What follows belongs to an exercise in optimizing a design on an open flow for small area, a short achievable clock period and few clock cycles; a production flow would make more cautious choices. In this exercise RTL edits were held to simulation tests only and were not proved equivalent to the original.

==> flow/design.v (excerpt) <==
module euler_step
#(
  parameter int N    = fixed_pkg::N_DEF,
  parameter int AXES = fixed_pkg::AXES_DEF
) (
  input  logic              clk,
  input  logic              rst_n,
  input  logic              in_valid,
  output logic              in_ready,
  input  logic [N*AXES-1:0] in_pos,
  input  logic [N*AXES-1:0] in_vel,
  input  logic [N*AXES-1:0] in_acc,
  input  logic [N-1:0]      in_dt,
  output logic              out_valid,
  input  logic              out_ready,
  output logic [N*AXES-1:0] out_pos,
  output logic [N*AXES-1:0] out_vel,
  output logic [31:0]       step_cnt
);
export LEC_CHECK = 0
export CAP_MARGIN = 20
export CORE_MARGIN = 2
export CORE_UTILIZATION = 40
export SLEW_MARGIN = 20
export SYNTH_HIERARCHICAL = 1
create_clock -name core_clock -period 20.0 [get_ports {clk}]
standard.sh (not shown) runs the stock make flow with config.mk's settings and CLKGATE_MAP_FILE= SYNTH_SCRIPT=/design/flow/synth_recipe.tcl, a recipe that flattens the netlist after the stock synthesis.
==> flow/flow/run.sh <==
#!/bin/bash
# Standard ORFS layout (the standard.sh, unchanged synthesis), but with timing repair
# aimed at a tighter setup target: SETUP_SLACK_MARGIN asks repair_timing for that much
# slack at the design's own clock and constraints (constraint.sdc is not changed).
set -euo pipefail
MARGIN=$(cat flow/margin.txt)
bash standard.sh SETUP_SLACK_MARGIN=$MARGIN TNS_END_PERCENT=100 finish > run_make.log 2>&1
==> flow/flow/margin.txt <==
14.0
Testbench counts at the start, summed over its fixed seeds: cycles 4,128.
Change:
==> flow/flow/margin.txt (replaced) <==
15.0
--- a/flow/config.mk
+++ b/flow/config.mk
@@ -9,3 +9,3 @@
 export CORE_MARGIN = 2
-export CORE_UTILIZATION = 40
+export CORE_UTILIZATION = 55
 export SLEW_MARGIN = 20
=>
- The new run finished but fails on slew limit
- global-route usage is higher by 13 points
- sequential share of layout area is lower by 0.60 points
- via count is higher by 5.8%
- cell count is lower by 6.9%
- fmax barely changes
Change:
--- a/flow/config.mk
+++ b/flow/config.mk
@@ -9,3 +9,3 @@
 export CORE_MARGIN = 2
-export CORE_UTILIZATION = 55
+export CORE_UTILIZATION = 40
 export SLEW_MARGIN = 20
Effect: The changed run completed without violations; design area is higher slightly; global-route usage is lower by 12 points; register-to-register slack gets better by 0.08 ns; maximum frequency is higher slightly; core utilization is lower by 16 points; first-iteration DRC count is lower by about a fifth; critical path depth is lower by 5.
Change:
==> flow/flow/margin.txt (replaced) <==
14.5
Effect:
- design area shrinks by 2.6%
- final cell count shrinks by 0.82%
- worst setup slack gets better by 0.046 ns
- routed wire length shrinks by 3.2%
- clock-buffer cell count does not change
- global-route usage shrinks by 0.54 points
- die area stays the same
- critical path depth shrinks by 1
Change:
--- a/flow/config.mk
+++ b/flow/config.mk
@@ -9,3 +9,3 @@
 export CORE_MARGIN = 2
-export CORE_UTILIZATION = 40
+export CORE_UTILIZATION = 55
 export SLEW_MARGIN = 20
Effect: Area after synthesis is unchanged; critical path depth climbs by 6; cell area drops by 0.68%; setup slack got worse by 0.044 ns; die area drops by 27%; clock-buffer cell count drops by 20; first-iteration DRC count climbs by 16%; global-route usage climbs by 11 points; wire length climbs by 2.2%.

## rev 12
euler_step, a different RTL version from the one above (not shown whole).
For scale: roughly 14,000 cells after synthesis, ~1,700 flip-flops, about 550 I/O pins, about 0.18 sq mm of cells after synthesis.
Design euler_step, start of the top module:
module euler_step
#(
  parameter int N    = fixed_pkg::N_DEF,
  parameter int AXES = fixed_pkg::AXES_DEF
) (
  input  logic              clk,
  input  logic              rst_n,
  input  logic              in_valid,
  output logic              in_ready,
  input  logic [N*AXES-1:0] in_pos,
  input  logic [N*AXES-1:0] in_vel,
  input  logic [N*AXES-1:0] in_acc,
  input  logic [N-1:0]      in_dt,
  output logic              out_valid,
  input  logic              out_ready,
  output logic [N*AXES-1:0] out_pos,
  output logic [N*AXES-1:0] out_vel,
  output logic [31:0]       step_cnt
);
Settings: LEC_CHECK=0, ABC_CLOCK_PERIOD_IN_PS=5000, CAP_MARGIN=20, CORE_MARGIN=2, CORE_UTILIZATION=40, SLEW_MARGIN=20, SYNTH_HIERARCHICAL=1; clock period 20.0 ns.
==> flow/flow/margin.txt <==
14.5
Scripts as last shown in full above: flow/flow/run.sh
Every stage of the flow completed for rev 12, and the final layout passed the timing, DRC and antenna checks.
Testbench counts of rev 12, summed over its fixed seeds: cycles 4,128.
> inputs changed (rev 12 -> rev 13)
- setting CTS_CLUSTER_SIZE to 30 for the first time
- setting CTS_CLUSTER_DIAMETER to 100 for the first time
[summary]
- Compared to rev 12, rev 13 has arrival time at the worst endpoint 0.05 ns higher.
- Between rev 13 and rev 12, the met2 routing resource usage after global routing is higher for rev 12.
- Compared with rev 12, rev 13 ends up with a smaller final cell area.
- Per the comparison of rev 13 with rev 12, layout clock buffer count decreased by 127 relative to the old numbers; post-route clock skew decreased by 0.023 ns relative to the old numbers.
- Compared with rev 12, the router placed fewer vias in rev 13.
- In summary, rev 13 completed successfully, with a layout that passed the timing, DRC and antenna checks.
- Rev 12 closes out successfully: all stages finished, all timing, DRC and antenna checks passed.
- Tightest hold margin was lower in the run labelled rev 12.
- Rev 13 vs rev 12: post-CTS resize count up

## separate check: timing with driven ports
How much do the figures lean on ideal ports? The routed layouts below were timed once more, with nothing changed but the port constraints.
Step 1 sets driving cells, clkbuf_16 on the clock port and buf_2 on the other inputs (assumed; they add their load-dependent delay and slew).
Step 2 adds t to the input delays and takes it off the output delays; t is the mean of the earliest and latest rising clock arrival at the registers after step 1. Input paths then give back, and output paths get back, about the clock's delay inside the block.
a / b / c = ideal ports / drivers / drivers and shift; a / b = the first two.
| run | t, ns | setup slack, ns | worst hold slack (ns) | worst setup path after step 2 | clock arrival spread, ns |
|---|---|---|---|---|---|
| the first run of note 1 | 1.049 | 14.027 / 13.945 / 13.216 | 0.402 / 0.402 / 0.402 | input to register | 0.092 / 0.092 |
| the second run of note 1 | 1.025 | 14.036 / 14.036 / 14.036 | 0.398 / 0.398 / 0.398 | register to register | 0.062 / 0.062 |
| the third run of note 1 | 1.051 | 14.116 / 14.077 / 14.116 | 0.403 / 0.403 / 0.403 | register to register | 0.091 / 0.091 |
| the fourth run of note 1 | 1.053 | 14.162 / 14.072 / 13.655 | 0.402 / 0.402 / 0.402 | input to register | 0.091 / 0.092 |
| the fifth run of note 1 | 1.023 | 14.118 / 14.118 / 13.712 | 0.395 / 0.395 / 0.395 | input to register | 0.066 / 0.066 |
| rev 12 | 1.014 | 14.044 / 14.044 / 13.828 | 0.370 / 0.370 / 0.370 | input to register | 0.131 / 0.131 |
| rev 13 | 1.004 | 14.037 / 14.037 / 13.639 | 0.418 / 0.418 / 0.418 | input to register | 0.090 / 0.089 |
For the first run of note 1, which loses most, drivers alone change the setup slack by -0.082 ns; drivers and shift together by -0.811 ns.
